From an optimization exercise on the open Yosys and OpenROAD flow, aimed at small area, a short achievable clock period and few clock cycles; shortcuts taken in it are not production practice. Where RTL was checked, it was by simulation tests only, not by an equivalence proof against the original. No driver is modelled on the clock port, so clocking that relies on it looks cheaper here than on a real chip. Power and IR drop assume default switching activity.

## linebuf_pad_top
module linebuf_pad_top (
  input  logic          clk,
  input  logic          xrst,
  input  logic [5:0]    img_size,
  input  logic [5:0]    fil_size,
  input  logic [5:0]    pad_size,
  input  logic          req,
  input  logic [15:0]   pixel,
  output logic          ack,
  output logic          ready,
  output logic [143:0]  win,      
  output logic          start,
  output logic          valid,
  output logic          stop
);
For scale: ~2400 cells after synthesis, roughly 1300 flip-flops, roughly 0.032 sq mm of cells after synthesis.
clock: 6.0 ns
lec_check: 0
abc_area: 1
cap_margin: 20
core_margin: 2
core_utilization: 65
cts_buf_list: sky130_fd_sc_hd__clkbuf_16
cts_cluster_diameter: 80
cts_cluster_size: 30
setup_slack_margin: 4.0
slew_margin: 20
standard.sh (not shown) runs the stock make flow with config.mk's settings and CLKGATE_MAP_FILE= SYNTH_SCRIPT=/design/flow/synth_recipe.tcl, a recipe that flattens the netlist after the stock synthesis.
==> flow/flow/run.sh <==
#!/bin/bash
set -euo pipefail
bash standard.sh cts > log_1_to_cts.txt 2>&1
openroad -no_init -exit flow/skiproot.tcl > log_2_skiproot.txt 2>&1
bash standard.sh finish > log_3_to_finish.txt 2>&1
==> flow/flow/skiproot.tcl <==
# Remove the clock tree's root buffer: the clock port net takes over its loads.
set odb orfs/results/sky130hd/linebuf_pad_top/base/4_cts.odb
read_db $odb
set block [ord::get_db_block]
set port [$block findBTerm clk]
set clknet [$port getNet]
set iterms [$clknet getITerms]
if {[llength $iterms] != 1} {
  puts "clock port drives [llength $iterms] pins; left as is"
} else {
  set root [[lindex $iterms 0] getInst]
  set rname [$root getName]
  set rout [$root findITerm X]
  set onet [$rout getNet]
  set loads {}
  foreach it [$onet getITerms] {
    if {[$it isInputSignal]} { lappend loads $it }
  }
  if {[llength $loads] > 4} {
    puts "root drives [llength $loads] pins; left as is"
  } else {
    foreach it $loads {
      $it disconnect
      $it connect $clknet
    }
    [$root findITerm A] disconnect
    $rout disconnect
    odb::dbInst_destroy $root
    odb::dbNet_destroy $onet
    puts "removed root $rname; clock port drives [llength $loads] buffers"
  }
}
write_db $odb
The first run went through all stages and came out clean.
Testbench counts at the start, summed over its fixed seeds: cycles 22,692.
Change:
Settings changed: ABC_AREA 1 to unset, CORE_UTILIZATION 65 to 72.
The new run passed the timing, DRC and antenna checks. Design area falls by 0.71%. Synthesized cell count falls by 17%. Clock skew falls by 0.0096 ns. Global-route usage rises by 2.9 points.
Change:
Settings changed: CORE_UTILIZATION 72 to 65, SETUP_SLACK_MARGIN 4.0 to 4.2.
Global-route usage goes down by 2.7 points.
Worst setup slack gets worse by 0.015 ns.
Design area is higher by 1.3%.
Count of clock-buffer cells in the layout climbs by 2.
Wire length drops by 0.59%.
Combinational power increases by 15%.
Sequential power hardly moves.
Synthesized area is unchanged.

Another version of the RTL of linebuf_pad_top (not shown whole).
Size: roughly 190 I/O pins, about 32,000 µm² of cells after synthesis.
==> flow/config.mk <==
export PLATFORM = sky130hd
export DESIGN_NAME = linebuf_pad_top
export DESIGN_NICKNAME = linebuf_pad_top
export VERILOG_FILES = /design/flow/design.v
export SDC_FILE = /design/flow/constraint.sdc
export NUM_CORES = 4
export LEC_CHECK = 0
export CAP_MARGIN = 20
export CORE_MARGIN = 2
export CORE_UTILIZATION = 40
export CTS_BUF_LIST = sky130_fd_sc_hd__clkbuf_16
export CTS_CLUSTER_DIAMETER = 80
export CTS_CLUSTER_SIZE = 30
export SETUP_SLACK_MARGIN = 4.0
export SLEW_MARGIN = 20
==> flow/constraint.sdc <==
create_clock -name core_clock -period 6.0 [get_ports {clk}]
set_input_delay 1.2000 -clock core_clock [delete_from_list [all_inputs] [get_ports {clk}]]
set_output_delay 1.2000 -clock core_clock [all_outputs]
set_load 0.01 [all_outputs]
run.sh (not shown) runs the stock make flow with config.mk's settings and CLKGATE_MAP_FILE= SYNTH_SCRIPT=/design/flow/synth_recipe.tcl, a recipe that flattens the netlist after the stock synthesis.
Stock flow here: none of the scripts above is used.
Then changed:
- CORE_UTILIZATION: 40 -> 65
- SETUP_SLACK_MARGIN: 4.0 -> 3.8
Cell area goes down by about 3.3%; maximum frequency rises by 1.5%; synthesized cell count stays the same; sequential share of layout area came out higher by 2.4 points; combinational power shrinks by about 14%; synthesized area does not change; via count came out lower by 2.2%; routed wire length decreases by about 4.3%.
Then changed:
- CORE_UTILIZATION: 65 -> 40
- SETUP_SLACK_MARGIN: 3.8 -> 3.7
What happened:
- die area climbs by well over a third
- design area climbs slightly
- power climbs slightly
- register-to-register slack is better by 0.02 ns
- hold slack is worse by 0.020 ns
Then changed:
- CTS_CLUSTER_DIAMETER: 80 -> 60
- CTS_CLUSTER_SIZE: 30 -> 40
- SETUP_SLACK_MARGIN: 3.7 -> 3.8
Result: The new run ran to the end with no violations; setup slack improves by 0.013 ns; via count rose by 0.85%; register-to-register slack improves by 0.03 ns; cell area rose by 3.5%; fmax rose by 0.54%; power rose by 9.0%.
Function was not checked in any run of this note: the RTL went through the layout flow alone.

port drivers added, routing unchanged:
In the flow no input, the clock included, has a driving cell. The finished layouts below were timed again as built, in two steps.
Step 1: set_driving_cell puts a clkbuf_16 on clk and a buf_2 on each other input, an assumption about the parent block.
Step 2 also shifts input and output timing later by t, the mid clock arrival at the registers, as if the neighbouring blocks saw the same clock.
Three values: no drivers, after step 1, after step 2; two values: the first two.
run | shift t [ns] | slack for setup (ns) | worst hold slack (ns) | worst register clock-pin slew, ns | cell pins on the clock port's net
the first run of note 1 | 0.534 | 3.871 / 3.758 / 3.633 | 0.318 / 0.318 / 0.318 | 0.11 / 0.11 | 4
the second run of note 1 | 0.540 | 3.876 / 3.757 / 3.659 | 0.324 / 0.324 / 0.324 | 0.11 / 0.11 | 4
the third run of note 1 | 0.548 | 3.861 / 3.744 / 3.730 | 0.321 / 0.321 / 0.321 | 0.11 / 0.11 | 4
the first run of note 2 | 0.683 | 3.656 / 3.592 / 3.630 | 0.321 / 0.321 / 0.321 | 0.11 / 0.11 | 1
the second run of note 2 | 0.678 | 3.690 / 3.631 / 3.317 | 0.329 / 0.329 / 0.329 | 0.11 / 0.11 | 1
the third run of note 2 | 0.700 | 3.615 / 3.552 / 3.246 | 0.309 / 0.309 / 0.309 | 0.11 / 0.11 | 1
the fourth run of note 2 | 0.685 | 3.628 / 3.568 / 3.279 | 0.288 / 0.288 / 0.288 | 0.13 / 0.13 | 1
After both steps setup and hold are still met in every run listed. The setup slack of the second run of note 2, which loses most, moves by -0.059 ns with the drivers and by -0.373 ns with both steps.
